What follows belongs to an exercise in optimizing a design on an open flow for small area, a short achievable clock period and few clock cycles per item; a production flow would make more cautious choices. RTL that was checked went through simulation tests only; none was proved equivalent to the original.

==> inputs of job 5817 <==
Design rms_sound_level_meter, start of the top module:
module rms_sound_level_meter #(
   parameter int MAX_BLOCK = 1024
) (
   input  logic                 clock,
   input  logic                 reset,
   input  logic                 req_valid,
   output logic                 req_stall,
   input  logic signed [31:0]   audio_word,
   input  logic                 block_end,
   output logic                 rsp_valid,
   input  logic                 rsp_stall,
   output logic signed [15:0]   level_db,
   output logic                 report_out,
   output logic                 silent,
   input  logic                 csr_we,
   input  logic [1:0]           csr_index,
   input  logic [14:0]          csr_wdata
);
Settings: LEC_CHECK=0, CAP_MARGIN=20, CORE_MARGIN=2, CORE_UTILIZATION=40, CTS_CLUSTER_SIZE=30, SLEW_MARGIN=20; clock period 13.0 ns.
standard.sh (not shown) runs the stock make flow with config.mk's settings and CLKGATE_MAP_FILE= SYNTH_SCRIPT=/design/flow/synth_recipe.tcl, a recipe that flattens the netlist after the stock synthesis.
==> flow/flow/run.sh <==
#!/bin/bash
# The standard layout (standard.sh: ORFS synthesis with the standard flow's script,
# then floorplan to finish) with these changes to how it is optimized:
#  - Yosys's synth skips its early ABC pass (SYNTH_ARGS=-noabc), so the
#    full adders written in the RTL are extracted as they are, without
#    inverters between them; registers are the same as in the standard
#    synthesis;
#  - ORFS's repair_timing keeps a larger setup margin (flow/margin.txt), so
#    it sizes and buffers the critical paths;
#  - the port buffers are a plain buffer cell instead of the delay cell the
#    resizer picks by default.
# All output goes to make_finish.log here; ORFS's own logs are in orfs/logs.
set -euo pipefail
MARGIN=$(cat flow/margin.txt)
bash standard.sh SYNTH_ARGS=-noabc SETUP_SLACK_MARGIN=$MARGIN \
  "BUFFER_PORTS_ARGS=-buffer_cell sky130_fd_sc_hd__buf_4" finish > make_finish.log 2>&1
==> flow/flow/margin.txt <==
8.5
==> job 2075 (differences from job 5817) <==
--- a/flow/design.v
+++ b/flow/design.v
@@ -35,20 +35,19 @@
    logic        e_t_q, tk_t_q;
    logic [56:0] acc_q;
    logic [10:0] cnt_q;
    logic        pend_q, cap_q, zero_q, r1_q;
    logic [5:0]  b_q;
    logic [29:0] mr_q;
-   logic [6:0]  mx_q;
    logic [61:0] u1_q, u2_q;
    logic        br_q;
    logic [5:0]  ls_q, ln_q;
    logic [9:0]  nm_q;
    logic signed [41:0] p_q;
    logic        h_first_q, h_dbl_q, h_e_q, h_s_q, h_n_q;
-   logic        ld_f_q, ld_n_q, ld_r_q;
+   logic        ld_n_q, ld_r_q;
    logic        sil_c_q;
    logic        f1_q;
    logic [14:0] thr_q, ofs_q;
    logic signed [15:0] last_q;
    logic        have_q;
    logic        rsp_valid_q;
@@ -586,25 +585,23 @@
                | ({9'd0, t1_q} & {9'd0, t2_q}), 1'b0};
    end
    always_ff @(posedge clock) begin
       acc_q <= csa_s + csa_c;
    end
    logic [5:0]  lzs;
-   logic [56:0] csh;
-   logic [36:0] fsh;
+   logic [56:0] sh;
    logic [3:0]  lzn;
    logic [10:0] nsh;
    always_comb begin
       lzs = 6'd0;
       for (int i = 0; i < 57; i++)
          if (acc_q[i]) lzs = 6'(56 - i);
       lzn = 4'd0;
       for (int i = 0; i < 11; i++)
          if (cnt_q[i]) lzn = 4'(10 - i);
-      csh = acc_q << {lzs[5:3], 3'd0};               
-      fsh = {mr_q, mx_q} << ls_q[2:0];               
+      sh  = acc_q << lzs;
       nsh = cnt_q << lzn;
    end
    logic [61:0] lg_r1, lg_r2;
    wire lg_1 = (mr_q[0] & mr_q[25]) ^ (mr_q[1] & mr_q[24]);
    wire lg_2 = (mr_q[0] & mr_q[25]) & (mr_q[1] & mr_q[24]);
    wire lg_3 = (mr_q[0] & mr_q[26]) ^ (mr_q[1] & mr_q[25]);
@@ -1486,23 +1483,20 @@
       st_b    = int_two | (int_one & ~le_soon);   
       in_end  = req_valid & block_end & ~st_q;
       st_d    = in_end ? st_a : st_b;
    end
    always_ff @(posedge clock) begin
       br_q <= fbit;
-      mx_q <= csh[25:19];
       if (capture) begin
-         mr_q    <= csh[55:26];
+         mr_q    <= sh[55:26];
          ls_q    <= lzs;
          ln_q    <= {2'd0, lzn};
          nm_q    <= nsh[9:0];
          sil_c_q <= (acc_q == 57'd0);
       end else begin
-         if (ld_f_q)
-            mr_q <= fsh[36:7];
-         else if (ld_n_q)
+         if (ld_n_q)
             mr_q <= {nm_q, 20'd0};
          else if (ld_r_q)
             mr_q <= m_next;
          if (h_e_q) begin
             ls_q <= {ls_q[4:0], 1'b0};
             ln_q <= {ln_q[4:0], 1'b0};
@@ -1517,13 +1511,12 @@
          report_q <= report;
       h_first_q <= (b_next == B_START);
       h_e_q     <= (b_next >= B_LAST_E);
       h_s_q     <= (b_next < B_LAST_E) & (b_next >= B_LAST_STEP) & b_next[0];
       h_n_q     <= (b_next < B_LAST_E) & (b_next >= B_LAST_STEP) & ~b_next[0];
       h_dbl_q   <= (b_next >= B_LAST_E) | ((b_next >= B_LAST_STEP) & b_next[0]);
-      ld_f_q    <= (b_next == B_START);
       ld_n_q    <= (b_next == B_LOAD_N);
       ld_r_q    <= (b_next < B_LOAD_N);
       r1_q      <= reset;
       zero_q    <= reset | r1_q | cap_next;
       if (reset) begin
          st_q        <= 1'b0;
==> flow/flow/run.sh (replaced) <==
#!/bin/bash
# The standard layout (the standard.sh: standard synthesis, then ORFS
# floorplan to finish) with two changes to how it is optimized:
#  - ORFS's repair_timing keeps a larger setup margin (flow/margin.txt), so
#    it sizes and buffers the critical paths;
#  - the port buffers are a plain buffer cell instead of the delay cell the
#    resizer picks by default.
set -euo pipefail
MARGIN=$(cat flow/margin.txt)
bash standard.sh SETUP_SLACK_MARGIN=$MARGIN \
  "BUFFER_PORTS_ARGS=-buffer_cell sky130_fd_sc_hd__buf_4" finish > make_finish.log 2>&1
==> flow/flow/margin.txt (replaced) <==
9.0
==> comparison table <==
item	job 2075	job 5817
Post-synthesis compound-gate area fraction	10.5%	11.5%
Core box area	0.118 mm2	0.114 mm2
Startpoint of the most critical setup path	acc_q[49]	mr_q[6]
Number of tap instances	1,600	1,512
Share of the clock period used by the worst path	32.0%	32.9%
Worst path bufs/invs	3	1
Finished Core Util	47.3%	44.0%
Starting DRT DRC Count	2,389	1,945
Seq/Total Area, Yosys	22.1%	23.3%
Result of the run	finished clean	finished clean
Worst Path Max Fanout	8	24
Maximum number of pins on one net before global-route repair	79	64
Met3 wire len	8110 um	5400 um
Width of the chip	350 um	343 um
Global-route wire length before repair	208,000 um	191,000 um
Destination of the worst register-to-register timing path	mr_q[9]	u2_q[35]
Final cell count without fillers	6,991	6,111
Buffer share of cell area	5.18%	2.27%
Testbench counts of job 5817, summed over its fixed seeds: cycles 19,485, samples 19,106.
No functional check of the RTL was part of job 2075.

[afterwards: timing with drivers on the ports]
The results above use ideal ports. As a check the final layouts listed here were re-extracted and re-timed, cells and wires unchanged. Step 1 (the two cells are an assumption about what drives the block):
set clk [get_ports {clock}]
set_driving_cell -lib_cell sky130_fd_sc_hd__clkbuf_16 $clk
set_driving_cell -lib_cell sky130_fd_sc_hd__buf_2 [delete_from_list [all_inputs] $clk]
Step 2 adds t to the input delays and takes it off the output delays; t is the mean of the earliest and latest rising clock arrival at the registers after step 1. Input paths then give back, and output paths get back, about the clock's delay inside the block. a / b / c = ideal / step 1 / step 2; a / b = the first two.
| run | t, ns | slack for setup (ns) | worst data-port slew with drivers (ns) |
|---|---|---|---|
| job 5817 | 0.713 | 8.721 / 8.721 / 8.581 | 0.12 |
| job 2075 | 0.729 | 8.846 / 8.846 / 8.586 | 0.06 |
After both steps setup and hold are still met in every run listed. The setup slack of job 2075, which loses most, moves by 0.000 ns with the drivers and by -0.260 ns with both steps.
